This design comes from an exercise in tuning for small area and a short achievable clock period on the open sky130 flow, not from production work. Function was checked by simulation only, so behaviour that the tests miss may differ from the original. Power is estimated from default activity; no workload was simulated.

Setup of build 46:
Design pipelined_div, start of the top module:
module pipelined_div #(
   parameter int unsigned N = 16,
   parameter int unsigned D = 16
) (
   input  logic         clk,
   input  logic         rst,
   input  logic         ce,
   input  logic         in_valid,
   input  logic [N-1:0] dividend,
   input  logic [D-1:0] divisor,
   output logic         out_valid,
   output logic [N-1:0] quotient,
   output logic [D-1:0] remainder
);
Size in the first run: ~2500 cells after synthesis, about 680 flip-flops, ~69 I/O pins.
export LEC_CHECK = 0
export ABC_AREA = 1
export CAP_MARGIN = 20
export CORE_MARGIN = 2
export CORE_UTILIZATION = 60
export CTS_BUF_LIST = sky130_fd_sc_hd__clkbuf_16
export CTS_CLUSTER_DIAMETER = 100
export CTS_CLUSTER_SIZE = 25
export PLACE_DENSITY = 0.75
export SETUP_SLACK_MARGIN = 1.9
export SLEW_MARGIN = 20
create_clock -name core_clock -period 4.0 [get_ports {clk}]
standard.sh (not shown) runs the stock make flow with config.mk's settings and CLKGATE_MAP_FILE= SYNTH_SCRIPT=/design/flow/synth_recipe.tcl, a recipe that flattens the netlist after the stock synthesis.
==> flow/flow/run.sh <==
#!/bin/bash
# The standard layout, with plain buffers (not delay cells) on the ports.
set -euo pipefail
export BUFFER_PORTS_ARGS="-buffer_cell sky130_fd_sc_hd__buf_2"
bash standard.sh > standard.log 2>&1
--- input diff build 46..build 54 ---
# build 46
export LEC_CHECK = 0
export ABC_AREA = 1
export CAP_MARGIN = 20
export CORE_MARGIN = 2
export CORE_UTILIZATION = 60
export CTS_BUF_LIST = sky130_fd_sc_hd__clkbuf_16
export CTS_CLUSTER_DIAMETER = 100
export CTS_CLUSTER_SIZE = 25
export PLACE_DENSITY = 0.75
export SETUP_SLACK_MARGIN = 1.9
export SLEW_MARGIN = 20
create_clock -name core_clock -period 4.0 [get_ports {clk}]
# build 54
export LEC_CHECK = 0
export ABC_AREA = 1
export CAP_MARGIN = 20
export CORE_MARGIN = 2
export CORE_UTILIZATION = 40
export CTS_BUF_LIST = sky130_fd_sc_hd__clkbuf_16
export CTS_CLUSTER_DIAMETER = 100
export CTS_CLUSTER_SIZE = 25
export SETUP_SLACK_MARGIN = 1.8
export SLEW_MARGIN = 20
create_clock -name core_clock -period 4.0 [get_ports {clk}]
## What came out
Diff build 54 and build 46: number of placement rows higher in build 54. Build 54 — area of the multi-input gates 180 um^2 lower, build 46 as reference. Taking build 46 as the reference, in build 54 combined global-route utilization of all metal layers fell by 6.3 points; first-pass iteration count of the detailed router decreased 14; routed wire length higher. Looking at area share of buffers outside the clock network, build 54 sits 0.63 points lower than build 46 does. Build 54 against build 46: global-route wire length before repair higher, achievable frequency down about 1.5%, layout-stage area growth over the synthesis result went up, die outline height has increased.
The following lists how build 64 was set up differently from build 54:
# build 54
export LEC_CHECK = 0
export ABC_AREA = 1
export CAP_MARGIN = 20
export CORE_MARGIN = 2
export CORE_UTILIZATION = 40
export CTS_BUF_LIST = sky130_fd_sc_hd__clkbuf_16
export CTS_CLUSTER_DIAMETER = 100
export CTS_CLUSTER_SIZE = 25
export SETUP_SLACK_MARGIN = 1.8
export SLEW_MARGIN = 20
create_clock -name core_clock -period 4.0 [get_ports {clk}]
# build 64
export LEC_CHECK = 0
export ABC_AREA = 1
export CAP_MARGIN = 20
export CORE_MARGIN = 2
export CORE_UTILIZATION = 55
export CTS_BUF_LIST = sky130_fd_sc_hd__clkbuf_16
export CTS_CLUSTER_DIAMETER = 100
export CTS_CLUSTER_SIZE = 25
export PLACE_DENSITY = 0.7
export SETUP_SLACK_MARGIN = 1.8
export SLEW_MARGIN = 20
create_clock -name core_clock -period 4.0 [get_ports {clk}]
### Flow results
Against build 54, build 64 reports a minimum setup slack in the final design that is higher. Build 64 vs. build 54: area taken by multi-input logic gates went down 0.73%, power went down 4.1%, die area went down about 27%, fmax went up 0.87%, static power due to leakage went down 0.20 nW. For build 54, the source of the critical timing path was g_stage[11].div_q[1], unlike build 64, where it was g_stage[14].dq_q[15].
### build 64 -> build 84
# build 64
export LEC_CHECK = 0
export ABC_AREA = 1
export CAP_MARGIN = 20
export CORE_MARGIN = 2
export CORE_UTILIZATION = 55
export CTS_BUF_LIST = sky130_fd_sc_hd__clkbuf_16
export CTS_CLUSTER_DIAMETER = 100
export CTS_CLUSTER_SIZE = 25
export PLACE_DENSITY = 0.7
export SETUP_SLACK_MARGIN = 1.8
export SLEW_MARGIN = 20
create_clock -name core_clock -period 4.0 [get_ports {clk}]
# build 84
export LEC_CHECK = 0
export ABC_AREA = 1
export CAP_MARGIN = 20
export CORE_MARGIN = 2
export CORE_UTILIZATION = 40
export CTS_BUF_LIST = sky130_fd_sc_hd__clkbuf_16
export CTS_CLUSTER_DIAMETER = 100
export CTS_CLUSTER_SIZE = 25
export SETUP_SLACK_MARGIN = 1.8
export SLEW_MARGIN = 20
create_clock -name core_clock -period 4.0 [get_ports {clk}]
==> flow/run.sh (new file) <==
#!/bin/bash
# synth_recipe.tcl (not shown) runs the flow's synth.tcl, then flattens the netlist and writes it again
# the make line also repeats each setting of config.mk as NAME=value (left out here)
make -C /OpenROAD-flow-scripts/flow DESIGN_CONFIG=/design/flow/config.mk WORK_HOME=/design/flow/orfs CLKGATE_MAP_FILE= SYNTH_SCRIPT=/design/flow/synth_recipe.tcl finish
removed: flow/flow/run.sh
removed: flow/standard.sh
## What came out
Result: PASS for each of build 84 and build 64. When build 84 is measured against build 64, its routed wire length on met3 turns out 24% lower. Build 64 → build 84: met2 routed wirelength went up 1200 um, post-detailed-placement cell area went up 2.3%, number of buffers inserted by post-CTS setup repair went down 2, leakage power total went up about 1.5%, highest clock rate went down 0.34%. In the route summary, build 84 ends up with a via count exceeding that of build 64.

========
run 1:
The RTL this note starts from:
==> flow/design.v <==
module pipelined_div #(
   parameter int unsigned N = 16,
   parameter int unsigned D = 16
) (
   input  logic         clk,
   input  logic         rst,
   input  logic         ce,
   input  logic         in_valid,
   input  logic [N-1:0] dividend,
   input  logic [D-1:0] divisor,
   output logic         out_valid,
   output logic [N-1:0] quotient,
   output logic [D-1:0] remainder
);
   logic [N:0] vld_q;
   always_ff @(posedge clk) begin
      if (!rst) vld_q <= '0;
      else if (ce) vld_q <= {vld_q[N-1:0], in_valid};
   end
   logic [N-1:0] dq_q0;
   logic [D-1:0] div_q0;
   always_ff @(posedge clk) begin
      if (ce) begin
         dq_q0  <= dividend;
         div_q0 <= divisor;
      end
   end
   genvar k;
   generate
      for (k = 0; k < int'(N); k++) begin : g_stage
         logic [N-1:0] dq_in;
         logic [D-1:0] div_in;
         logic [k:0]   trial;
         logic         hi_zero;
         logic         fits;
         logic [k:0]   rem_d;
         logic [N-1:0] dq_d;
         if (k == 0) begin : g_first
            assign dq_in  = dq_q0;
            assign div_in = div_q0;
            assign trial  = ~dq_in[N-1];
         end else begin : g_next
            assign dq_in  = g_stage[k-1].dq_q;
            assign div_in = g_stage[k-1].div_q;
            assign trial  = {g_stage[k-1].rem_q, ~dq_in[N-1]};
         end
         if (k + 1 < int'(D)) begin : g_hi
            assign hi_zero = ~|div_in[D-1:k+1];
         end else begin : g_nohi
            assign hi_zero = 1'b1;
         end
         div_step #(.W(k + 1)) u_step (
            .t    (trial),
            .d    (div_in[k:0]),
            .hz   (hi_zero),
            .fits (fits),
            .rem  (rem_d)
         );
         assign dq_d  = {dq_in[N-2:0], fits};
         logic [k:0]   rem_q;
         logic [N-1:0] dq_q;
         logic [D-1:0] div_q;
         if (k + 1 < int'(N)) begin : g_mid
            always_ff @(posedge clk) begin
               if (ce) begin
                  rem_q <= rem_d;   
                  dq_q  <= dq_d;
                  div_q <= div_in;
               end
            end
         end else begin : g_last
            always_ff @(posedge clk) begin
               if (!rst) begin
                  rem_q <= '0;
                  dq_q  <= '0;
               end else if (ce) begin
                  rem_q <= ~rem_d;
                  dq_q  <= dq_d;
               end
            end
            assign div_q = '0;
         end
      end
   endgenerate
   assign out_valid = vld_q[N];
   assign quotient  = g_stage[N-1].dq_q;
   assign remainder = g_stage[N-1].rem_q;
endmodule
module div_step #(
   parameter int W = 16
) (
   input  logic [W-1:0] t,
   input  logic [W-1:0] d,
   input  logic         hz,
   output logic         fits,
   output logic [W-1:0] rem
);
   localparam int L = (W > 8) ? 4 : (W > 4) ? 3 : (W > 2) ? 2 : 1;
   logic [W-1:0] g [L+1];
   logic [W-1:0] p [L+1];
   logic [W:0]   b;
   always_comb begin
      g[0] = t & d;
      p[0] = t | d;
      for (int l = 0; l < L; l++) begin
         for (int i = 0; i < W; i++) begin
            if (i >= (1 << l)) begin
               g[l+1][i] = g[l][i] | (p[l][i] & g[l][i-(1<<l)]);
               p[l+1][i] = p[l][i] & p[l][i-(1<<l)];
            end else begin
               g[l+1][i] = g[l][i];
               p[l+1][i] = p[l][i];
            end
         end
      end
      b = {g[L], 1'b0};
      fits = hz & ~b[W];
      rem = t ^ ({W{fits}} & (d ^ b[W-1:0]));
   end
endmodule
Settings: LEC_CHECK=0, ABC_AREA=1, CAP_MARGIN=20, CORE_MARGIN=2, CORE_UTILIZATION=40, CTS_BUF_LIST=sky130_fd_sc_hd__clkbuf_16, CTS_CLUSTER_DIAMETER=100, CTS_CLUSTER_SIZE=25, SETUP_SLACK_MARGIN=2.2, SLEW_MARGIN=20; clock period 4.0 ns.
==> flow/flow/run.sh <==
#!/bin/bash
# The standard layout, with plain buffers (not delay cells) on the ports.
set -euo pipefail
export BUFFER_PORTS_ARGS="-buffer_cell sky130_fd_sc_hd__buf_2"
bash standard.sh > standard.log 2>&1
#### Input delta (run 2 over run 1)
- CORE_UTILIZATION: 40 -> 55
- PLACE_DENSITY: unset -> 0.7
- SETUP_SLACK_MARGIN: 2.2 -> 2.0
- Taking run 1 as the reference, in run 2 number of iterations in the first detailed-routing pass rose 2; minimum period implied by the final worst setup slack rose 0.013 ns; depth of the worst register-to-register path about even; post-CTS repair timing setup buffer count fell 187.
- Per the comparison of run 2 with run 1, final area lower, global-route total usage across every layer higher.

## separate check: timing with driven ports
How much do the figures lean on ideal ports? The routed layouts below were timed once more, with nothing changed but the port constraints. Step 1 (the two cells are an assumption about what drives the block):
set clk [get_ports {clk}]
set_driving_cell -lib_cell sky130_fd_sc_hd__clkbuf_16 $clk
set_driving_cell -lib_cell sky130_fd_sc_hd__buf_2 [delete_from_list [all_inputs] $clk]
Step 2 adds t to the input delays and takes it off the output delays; t is the mean of the earliest and latest rising clock arrival at the registers after step 1. Input paths then give back, and output paths get back, about the clock's delay inside the block. a / b / c = no drivers / after step 1 / after step 2; a / b = the first two.
run	t (ns)	slack for setup (ns)	latest minus earliest clock arrival (ns)
build 46	0.663	1.937 / 1.937 / 1.575	0.027 / 0.027
build 54	0.634	1.906 / 1.906 / 1.524	0.042 / 0.042
build 64	0.673	1.924 / 1.924 / 1.550	0.030 / 0.030
build 84	0.624	1.917 / 1.909 / 1.466	0.025 / 0.026
run 1	0.636	2.003 / 2.003 / 1.640	0.042 / 0.042
run 2	0.674	1.990 / 1.990 / 1.550	0.030 / 0.030
After both steps setup and hold are still met in every run listed. The setup slack of build 84, which loses most, moves by -0.008 ns with the drivers and by -0.451 ns with both steps.
